This is an optimization exercise on Yosys and OpenROAD, whose aim is small area and a short achievable clock period, not a production implementation. Only simulation tests tie the RTL to the original design; equivalence was not proved. Power figures rest on the tool's default switching activity, not on a simulated workload.

==> flow/design.v (excerpt) <==
module wallaceMulTop (
	input  logic        clk,
	input  logic        arstN,
	input  logic        reqValid,
	input  logic [15:0] reqOpA,
	input  logic [15:0] reqOpB,
	output logic        respValid,
	output logic [31:0] respProduct
);
	logic        valid1_q;
	logic        valid2_q;
	logic [124:0] s1_d;
	logic [124:0] s1_q;
	logic [49:0] s2_d;
	logic [49:0] s2_q;
	logic [31:0] rowA;
	logic [31:0] rowB;
	logic [31:0] sum;
	always_ff @(posedge clk or negedge arstN) begin
		if (!arstN) begin
			valid1_q  <= 1'b0;
			valid2_q  <= 1'b0;
			respValid <= 1'b0;
		end else begin
			valid1_q  <= reqValid;
			valid2_q  <= valid1_q;
			respValid <= valid2_q;
		end
	end
	always_ff @(posedge clk) begin
		s1_q        <= s1_d;
		s2_q        <= s2_d;
		respProduct <= sum;
	end
	logic [16:0] bx;
	logic [7:0]  one;
	logic [7:0]  two;
	logic [7:0]  neg;
	assign bx = {reqOpB, 1'b0};
	for (genvar i = 0; i < 8; i++) begin : gEnc
		boothEnc uEnc (.b(bx[2*i+2:2*i]), .one(one[i]), .two(two[i]), .neg(neg[i]));
	end
	logic pp0_0;
	logic pp0_1;
	logic pp0_2;
	logic pp0_3;
	logic pp0_4;
	logic pp0_5;
	logic pp0_6;
	logic pp0_7;
	logic pp0_8;
	logic pp0_9;
	logic pp0_10;
	logic pp0_11;
	logic pp0_12;
	logic pp0_13;
	logic pp0_14;
	logic pp0_15;
	logic pp0_16;
	logic pp1_0;
	logic pp1_1;
	logic pp1_2;
	logic pp1_3;
	logic pp1_4;
	logic pp1_5;
	logic pp1_6;
	logic pp1_7;
	logic pp1_8;
	logic pp1_9;
	logic pp1_10;
	logic pp1_11;
	logic pp1_12;
	logic pp1_13;
	logic pp1_14;
	logic pp1_15;
	logic pp1_16;
	logic pp2_0;
	logic pp2_1;
	logic pp2_2;
	logic pp2_3;
	logic pp2_4;
	logic pp2_5;
	logic pp2_6;
	logic pp2_7;
	logic pp2_8;
	logic pp2_9;
	logic pp2_10;
	logic pp2_11;
	logic pp2_12;
	logic pp2_13;
	logic pp2_14;
	logic pp2_15;
	logic pp2_16;
	logic pp3_0;
	logic pp3_1;
	logic pp3_2;
  ...
For scale: ~68 I/O pins, ~11000 sq um of cells after synthesis.
export LEC_CHECK = 0
export ABC_CLOCK_PERIOD_IN_PS = 2500
export CAP_MARGIN = 20
export CORE_MARGIN = 2
export CORE_UTILIZATION = 60
export SETUP_SLACK_MARGIN = 2.1
export SLEW_MARGIN = 20
export SYNTH_HIERARCHICAL = 1
create_clock -name core_clock -period 4.3 [get_ports {clk}]
standard.sh (not shown) runs the stock make flow with config.mk's settings and CLKGATE_MAP_FILE= SYNTH_SCRIPT=/design/flow/synth_recipe.tcl, a recipe that flattens the netlist after the stock synthesis.
==> flow/flow/run.sh <==
#!/bin/bash
# The standard layout (standard.sh, unchanged synthesis) with two changes:
# the port buffers are plain buf_2 cells instead of the delay buffers that
# buffer_ports picks by default, and the clock tree is built from clkbuf_8 cells without dummy loads.
set -euo pipefail
export BUFFER_PORTS_ARGS="-buffer_cell sky130_fd_sc_hd__buf_2"
export CTS_ARGS="-sink_clustering_enable -repair_clock_nets -buf_list sky130_fd_sc_hd__clkbuf_4 -dont_use_dummy_load -sink_clustering_size 10 -sink_clustering_max_diameter 60"
bash standard.sh > standard.log 2>&1
Change:
--- a/flow/flow/run.sh
+++ b/flow/flow/run.sh
@@ -7 +7 @@
-export CTS_ARGS="-sink_clustering_enable -repair_clock_nets -buf_list sky130_fd_sc_hd__clkbuf_4 -dont_use_dummy_load -sink_clustering_size 10 -sink_clustering_max_diameter 60"
+export CTS_ARGS="-sink_clustering_enable -repair_clock_nets -buf_list sky130_fd_sc_hd__clkbuf_8 -dont_use_dummy_load -sink_clustering_size 14 -sink_clustering_max_diameter 100"
SETUP_SLACK_MARGIN = 2.0   (was 2.1)
Core utilization goes down by 0.40 points.
Maximum frequency falls by a few percent.
Total power drops slightly.
Change:
--- a/flow/flow/run.sh
+++ b/flow/flow/run.sh
@@ -7 +7 @@
-export CTS_ARGS="-sink_clustering_enable -repair_clock_nets -buf_list sky130_fd_sc_hd__clkbuf_8 -dont_use_dummy_load -sink_clustering_size 14 -sink_clustering_max_diameter 100"
+export CTS_ARGS="-sink_clustering_enable -repair_clock_nets -buf_list sky130_fd_sc_hd__clkbuf_4 -dont_use_dummy_load -sink_clustering_size 8 -sink_clustering_max_diameter 50"
SETUP_SLACK_MARGIN = 2.1   (was 2.0)
Effect: Hold slack gets better by 0.21 ns; count of clock-buffer cells in the layout grows by 16; combinational power increases by about 3%; setup slack gets better by 0.050 ns; final cell count rose by 1.8%; core utilization rose by 0.98 points; via count came out higher by 2.1%; routed wire length climbs by 2.7%; synthesized cell count stays the same; synthesized area is unchanged; sequential share of layout area came out lower by 0.47 points.
Change:
--- a/flow/flow/run.sh
+++ b/flow/flow/run.sh
@@ -7 +7 @@
-export CTS_ARGS="-sink_clustering_enable -repair_clock_nets -buf_list sky130_fd_sc_hd__clkbuf_4 -dont_use_dummy_load -sink_clustering_size 8 -sink_clustering_max_diameter 50"
+export CTS_ARGS="-sink_clustering_enable -repair_clock_nets -buf_list sky130_fd_sc_hd__clkbuf_8 -dont_use_dummy_load -sink_clustering_size 14 -sink_clustering_max_diameter 100"
SETUP_SLACK_MARGIN = 1.9   (was 2.1)
Outcome:
- The new run completed with no timing, DRC or antenna violations
- setup slack gets worse by 0.13 ns
- total power falls by about 2.8%
- routed wire length is lower by 1.8%
- cell area goes down by about 2%
- synthesized area stays the same
- final cell count goes down by 2.1%
- die area is unchanged

separate check: timing with driven ports:
In the flow no input, the clock included, has a driving cell. The finished layouts below were timed again as built, in two steps.
Step 1 assumes that a clkbuf_16 drives the clock port and a buf_2 every other input.
Step 2, shift: input delay + t, output delay - t, t = (earliest + latest rising clock arrival at the registers) / 2. This alone moves slack from input paths to output paths.
Slacks: no drivers / after step 1 / after step 2; pairs: no drivers / after step 1.
run	shift t [ns]	setup slack, ns	clock arrival spread, ns	slew at the worst register clock pin (ns)	cell pins on the clock port's net
the first run	0.662	2.058 / 2.058 / 1.557	0.095 / 0.096	0.12 / 0.12	1
the second run	0.554	2.009 / 2.009 / 1.530	0.023 / 0.022	0.10 / 0.10	1
the third run	0.629	2.059 / 2.059 / 1.542	0.059 / 0.058	0.10 / 0.10	1
the fourth run	0.551	1.933 / 1.933 / 1.495	0.019 / 0.018	0.10 / 0.10	1
After both steps setup and hold are still met in every run listed. The setup slack of the third run, which loses most, moves by 0.000 ns with the drivers and by -0.517 ns with both steps.
